Background: an optimization exercise with open tools, aiming at small area, a short achievable clock period and few clock cycles per item. Do not read the settings as production practice. In this exercise RTL edits were held to simulation tests only and were not proved equivalent to the original. Power and IR drop assume default switching activity.

// fp_mult_pipe
module fp_mult_pipe #(
    parameter int EXP_W = 8,
    parameter int MAN_W = 23
) (
    input  logic                   clk,
    input  logic                   rst_n,
    input  logic                   in_valid,
    output logic                   in_ready,
    input  logic [EXP_W+MAN_W:0]   a,
    input  logic [EXP_W+MAN_W:0]   b,
    output logic                   out_valid,
    input  logic                   out_ready,
    output logic [EXP_W+MAN_W:0]   product,
    output logic [4:0]             flags
);
    logic [7:0]  ea, eb;
    logic [23:0] ma, mb;
    logic        a_zero, b_zero, a_inf, b_inf, a_nan, b_nan;
    logic        k_nan, k_inv, k_inf, k_zero;
    logic [9:0]  exp_sum;
    assign ea = a[30:23];
    assign eb = b[30:23];
    assign ma = {1'b1, a[22:0]};
    assign mb = {1'b1, b[22:0]};
    assign a_zero = (ea == 8'h00);
    assign b_zero = (eb == 8'h00);
    assign a_inf  = (ea == 8'hFF) && (a[22:0] == 23'd0);
    assign b_inf  = (eb == 8'hFF) && (b[22:0] == 23'd0);
    assign a_nan  = (ea == 8'hFF) && (a[22:0] != 23'd0);
    assign b_nan  = (eb == 8'hFF) && (b[22:0] != 23'd0);
    assign k_nan  = a_nan | b_nan | (a_inf & b_zero) | (b_inf & a_zero);
  ...
Settings: LEC_CHECK=0, ABC_AREA=1, CAP_MARGIN=20, CORE_MARGIN=2, CORE_UTILIZATION=40, SETUP_SLACK_MARGIN=5, SLEW_MARGIN=20, TNS_END_PERCENT=0; clock period 12.0 ns.
standard.sh (not shown) runs the stock make flow with config.mk's settings and CLKGATE_MAP_FILE= SYNTH_SCRIPT=/design/flow/synth_recipe.tcl, a recipe that flattens the netlist after the stock synthesis.
==> flow/flow/run.sh <==
#!/bin/bash
# Standard ORFS layout through standard.sh, with three changes to how it is made:
#  - Yosys's quick ABC pass inside "synth" is skipped (SYNTH_ARGS=-noabc), so the
#    full-adder extraction sees the RTL's adder expressions directly; the final
#    ABC mapping, register mapping and naming are unchanged.
#  - ports are buffered with buf_2 cells instead of the delay cells buffer_ports
#    picks on its own (still one buffer on every input and output port);
#  - timing repair aims past the standard flow's slack target (SETUP_SLACK_MARGIN), which
#    shortens the achieved period. The SDC and clock period are the standard flow's.
# Each tool's full output goes to standard_flow.log and ORFS's own logs/.
set -euo pipefail
cd "$(dirname "$0")/.."
MARGIN=$(cat flow/margin.txt 2>/dev/null || echo 6.5)
bash standard.sh SYNTH_ARGS=-noabc SETUP_SLACK_MARGIN=$MARGIN "BUFFER_PORTS_ARGS=-buffer_cell sky130_fd_sc_hd__buf_2" finish > standard_flow.log 2>&1
==> flow/flow/margin.txt <==
5.75
Testbench counts at the start, summed over its fixed seeds: cycles 8,008, items 8,000.
Next try:
==> flow/flow/margin.txt (replaced) <==
6.0
What happened: Routed wire length goes up by a few percent; power goes up slightly; fmax goes up by a few percent; die area is unchanged; via count goes up by a few percent; flip-flop and latch count is unchanged; clock skew stays flat; cell area goes up by a few percent.

========
fp_mult_pipe, a different RTL version from the one above (not shown whole).
Size: ~2200 cells after synthesis, roughly 93 flip-flops, about 110 I/O pins, ~19000 um^2 of cells after synthesis.
export LEC_CHECK = 0
export ABC_AREA = 1
export CAP_MARGIN = 20
export CORE_MARGIN = 2
export CORE_UTILIZATION = 40
export SETUP_SLACK_MARGIN = 5
export SLEW_MARGIN = 20
export TNS_END_PERCENT = 0
create_clock -name core_clock -period 12.0 [get_ports {clk}]
==> flow/flow/margin.txt <==
5.5
Scripts as last shown in full above: flow/flow/run.sh
Testbench counts at the start, summed over its fixed seeds: cycles 8,008, items 8,000.
Edit:
==> flow/flow/margin.txt (replaced) <==
6.0
The changed run finished clean. Routed wire length increases by 7.0%. Power is higher by 10%. Worst hold slack hardly moves. Core utilization came out higher by 3.0 points. Maximum frequency came out higher by 7.3%.
Edit:
==> flow/flow/run.sh (replaced) <==
#!/bin/bash
# Standard ORFS layout through standard.sh, with two changes to how it is made:
#  - Yosys's quick ABC pass inside "synth" is skipped (SYNTH_ARGS=-noabc), so the
#    full-adder extraction sees the RTL's adder expressions directly; the final
#    ABC mapping, register mapping and naming are unchanged.
#  - timing repair aims past the standard flow's slack target (SETUP_SLACK_MARGIN), which
#    shortens the achieved period. The SDC and clock period are the standard flow's.
# Each tool's full output goes to standard_flow.log and ORFS's own logs/.
set -euo pipefail
cd "$(dirname "$0")/.."
MARGIN=$(cat flow/margin.txt 2>/dev/null || echo 6.5)
bash standard.sh SYNTH_ARGS=-noabc SETUP_SLACK_MARGIN=$MARGIN finish > standard_flow.log 2>&1
Final area grows by 5.8%.
Flip-flop and latch count stays the same.
Sequential share of layout area falls by 0.71 points.
Wire length increases by about 7%.
Edit:
==> flow/flow/run.sh (replaced) <==
#!/bin/bash
# Standard ORFS layout through standard.sh, with three changes to how it is made:
#  - Yosys's quick ABC pass inside "synth" is skipped (SYNTH_ARGS=-noabc), so the
#    full-adder extraction sees the RTL's adder expressions directly; the final
#    ABC mapping, register mapping and naming are unchanged.
#  - ports are buffered with buf_2 cells instead of the delay cells buffer_ports
#    picks on its own (still one buffer on every input and output port);
#  - timing repair aims past the standard flow's slack target (SETUP_SLACK_MARGIN), which
#    shortens the achieved period. The SDC and clock period are the standard flow's.
# Each tool's full output goes to standard_flow.log and ORFS's own logs/.
set -euo pipefail
cd "$(dirname "$0")/.."
MARGIN=$(cat flow/margin.txt 2>/dev/null || echo 6.5)
bash standard.sh SYNTH_ARGS=-noabc SETUP_SLACK_MARGIN=$MARGIN "BUFFER_PORTS_ARGS=-buffer_cell sky130_fd_sc_hd__buf_2" finish > standard_flow.log 2>&1
- CORE_UTILIZATION: 40 -> 55
Effect: The changed run passed the timing, design-rule and antenna checks. Non-clock buffer count came out lower by 63. Power came out lower by about 3.7%. Clock power stays flat. Fmax came out higher by about 1%. Cell count came out lower by about 8%. Clock skew came out lower by 0.0046 ns.

========
fp_mult_pipe, a different RTL version from the one above (not shown whole).
For scale: roughly 2200 cells after synthesis, roughly 84 flip-flops, roughly 110 I/O pins, roughly 18000 um^2 of cells after synthesis.
clock: 12.0 ns
lec_check: 0
abc_area: 1
cap_margin: 20
core_margin: 2
core_utilization: 48
setup_slack_margin: 5
slew_margin: 20
tns_end_percent: 0
==> flow/flow/run.sh <==
#!/bin/bash
# Standard ORFS layout through standard.sh, with three changes to how it is made:
#  - Yosys's quick ABC pass inside "synth" is skipped (SYNTH_ARGS=-noabc), so the
#    full-adder extraction sees the RTL's adder expressions directly; the final
#    ABC mapping, register mapping and naming are unchanged.
#  - ports are buffered with buf_2 cells instead of the delay cells buffer_ports
#    picks on its own (still one buffer on every input and output port);
#  - timing repair aims past the standard flow's slack target (SETUP_SLACK_MARGIN), which
#    shortens the achieved period. The SDC and clock period are the standard flow's.
# Each tool's full output goes to standard_flow.log and ORFS's own logs/.
set -euo pipefail
cd "$(dirname "$0")/.."
MARGIN=$(cat flow/margin.txt 2>/dev/null || echo 6.5)
bash standard.sh SYNTH_ARGS=-noabc SETUP_SLACK_MARGIN=$MARGIN "BUFFER_PORTS_ARGS=-buffer_cell sky130_fd_sc_hd__buf_2" finish > standard_flow.log 2>&1
==> flow/flow/margin.txt <==
6.0
Testbench counts at the start, summed over its fixed seeds: cycles 8,008, items 8,000.
Edit:
--- a/flow/flow/run.sh
+++ b/flow/flow/run.sh
@@ -4,5 +4,5 @@
 #    full-adder extraction sees the RTL's adder expressions directly; the final
 #    ABC mapping, register mapping and naming are unchanged.
-#  - ports are buffered with buf_2 cells instead of the delay cells buffer_ports
+#  - ports are buffered with buf_1 cells instead of the delay cells buffer_ports
 #    picks on its own (still one buffer on every input and output port);
 #  - timing repair aims past the standard flow's slack target (SETUP_SLACK_MARGIN), which
@@ -12,3 +12,3 @@
 cd "$(dirname "$0")/.."
 MARGIN=$(cat flow/margin.txt 2>/dev/null || echo 6.5)
-bash standard.sh SYNTH_ARGS=-noabc SETUP_SLACK_MARGIN=$MARGIN "BUFFER_PORTS_ARGS=-buffer_cell sky130_fd_sc_hd__buf_2" finish > standard_flow.log 2>&1
+bash standard.sh SYNTH_ARGS=-noabc SETUP_SLACK_MARGIN=$MARGIN "BUFFER_PORTS_ARGS=-buffer_cell sky130_fd_sc_hd__buf_1" finish > standard_flow.log 2>&1
Result: The new run produced a clean layout. Design area came out higher by 0.72%. Die area is unchanged. Worst setup slack is worse by 0.024 ns. Via count rose by 2.4%. Non-clock buffer count went up by 11. Clock power came out higher by 6.7%. Fmax drops by 0.40%. Cell count climbs by 0.55%. Global-route usage went up by 0.50 points.
Edit:
--- a/flow/flow/run.sh
+++ b/flow/flow/run.sh
@@ -4,5 +4,5 @@
 #    full-adder extraction sees the RTL's adder expressions directly; the final
 #    ABC mapping, register mapping and naming are unchanged.
-#  - ports are buffered with buf_1 cells instead of the delay cells buffer_ports
+#  - ports are buffered with buf_2 cells instead of the delay cells buffer_ports
 #    picks on its own (still one buffer on every input and output port);
 #  - timing repair aims past the standard flow's slack target (SETUP_SLACK_MARGIN), which
@@ -12,3 +12,3 @@
 cd "$(dirname "$0")/.."
 MARGIN=$(cat flow/margin.txt 2>/dev/null || echo 6.5)
-bash standard.sh SYNTH_ARGS=-noabc SETUP_SLACK_MARGIN=$MARGIN "BUFFER_PORTS_ARGS=-buffer_cell sky130_fd_sc_hd__buf_1" finish > standard_flow.log 2>&1
+bash standard.sh SYNTH_ARGS=-noabc SETUP_SLACK_MARGIN=$MARGIN "BUFFER_PORTS_ARGS=-buffer_cell sky130_fd_sc_hd__buf_2" finish > standard_flow.log 2>&1
- CORE_UTILIZATION: 48 -> 55
Result: The new run produced a clean layout; total power barely changes; setup slack stays flat; die area went down by 12%; synthesized cell count does not change; sequential share of layout area climbs by 0.15 points; hold slack is better by 0.057 ns.
Edit:
- CORE_UTILIZATION: 55 -> 40
The changed run produced a clean layout.
Final cell count came out higher by 5.9%.
Worst hold slack loses 0.17 ns.
Total power drops by 1.1%.
Utilization decreases by 15 points.
Setup slack got worse by 0.036 ns.
Sequential cell count is unchanged.
Count of clock-buffer cells in the layout falls by 3.
Edit:
- CORE_UTILIZATION: 40 -> 48
- CTS_BUF_LIST: unset -> sky130_fd_sc_hd__clkbuf_4 sky130_fd_sc_hd__clkbuf_8
- TNS_END_PERCENT: 0 -> unset
- routed wire length fell by 1.6%
- utilization came out higher by 8.1 points
- global-route usage grows by 5.3 points
- synthesized area does not change

==> port drivers added, routing unchanged <==
The flow's constraints put no driver on any port. The routed layouts listed below were extracted and timed again, unchanged, in two steps.
Step 1 (the two cells are an assumption about what drives the block):
set clk [get_ports {clk}]
set_driving_cell -lib_cell sky130_fd_sc_hd__clkbuf_16 $clk
set_driving_cell -lib_cell sky130_fd_sc_hd__buf_2 [delete_from_list [all_inputs] $clk]
Step 2 moves the port delays by t, midway between the first and last clock arrival at a register: inputs arrive t later, outputs are due t later. That takes back most of the time a late clock gives input paths.
Three values: ideal, step 1, step 2; two values: the first two.
run	shift t [ns]	setup WS [ns]	worst setup path at the end	cell pins on the clock port's net
the first run of note 1	0.418	5.761 / 5.791 / 5.372	input to register	1
the second run of note 1	0.419	5.986 / 6.017 / 5.597	input to register	1
the first run of note 2	0.416	5.524 / 5.537 / 5.121	input to register	1
the second run of note 2	0.416	5.967 / 5.986 / 5.569	input to register	1
the third run of note 2	0.425	5.905 / 5.943 / 5.518	input to register	1
the fourth run of note 2	0.422	5.968 / 5.912 / 5.575	input to register	1
the first run of note 3	0.427	6.010 / 6.040 / 5.613	input to register	1
the second run of note 3	0.414	5.986 / 6.002 / 5.587	input to register	1
the third run of note 3	0.426	5.986 / 6.006 / 5.596	input to register	1
the fourth run of note 3	0.415	5.949 / 5.981 / 5.566	input to register	1
the fifth run of note 3	0.459	6.031 / 6.035 / 5.576	input to register	1
After both steps setup and hold are still met in every run listed. For the fifth run of note 3, which loses most, drivers alone change the setup slack by +0.004 ns; drivers and shift together by -0.455 ns.
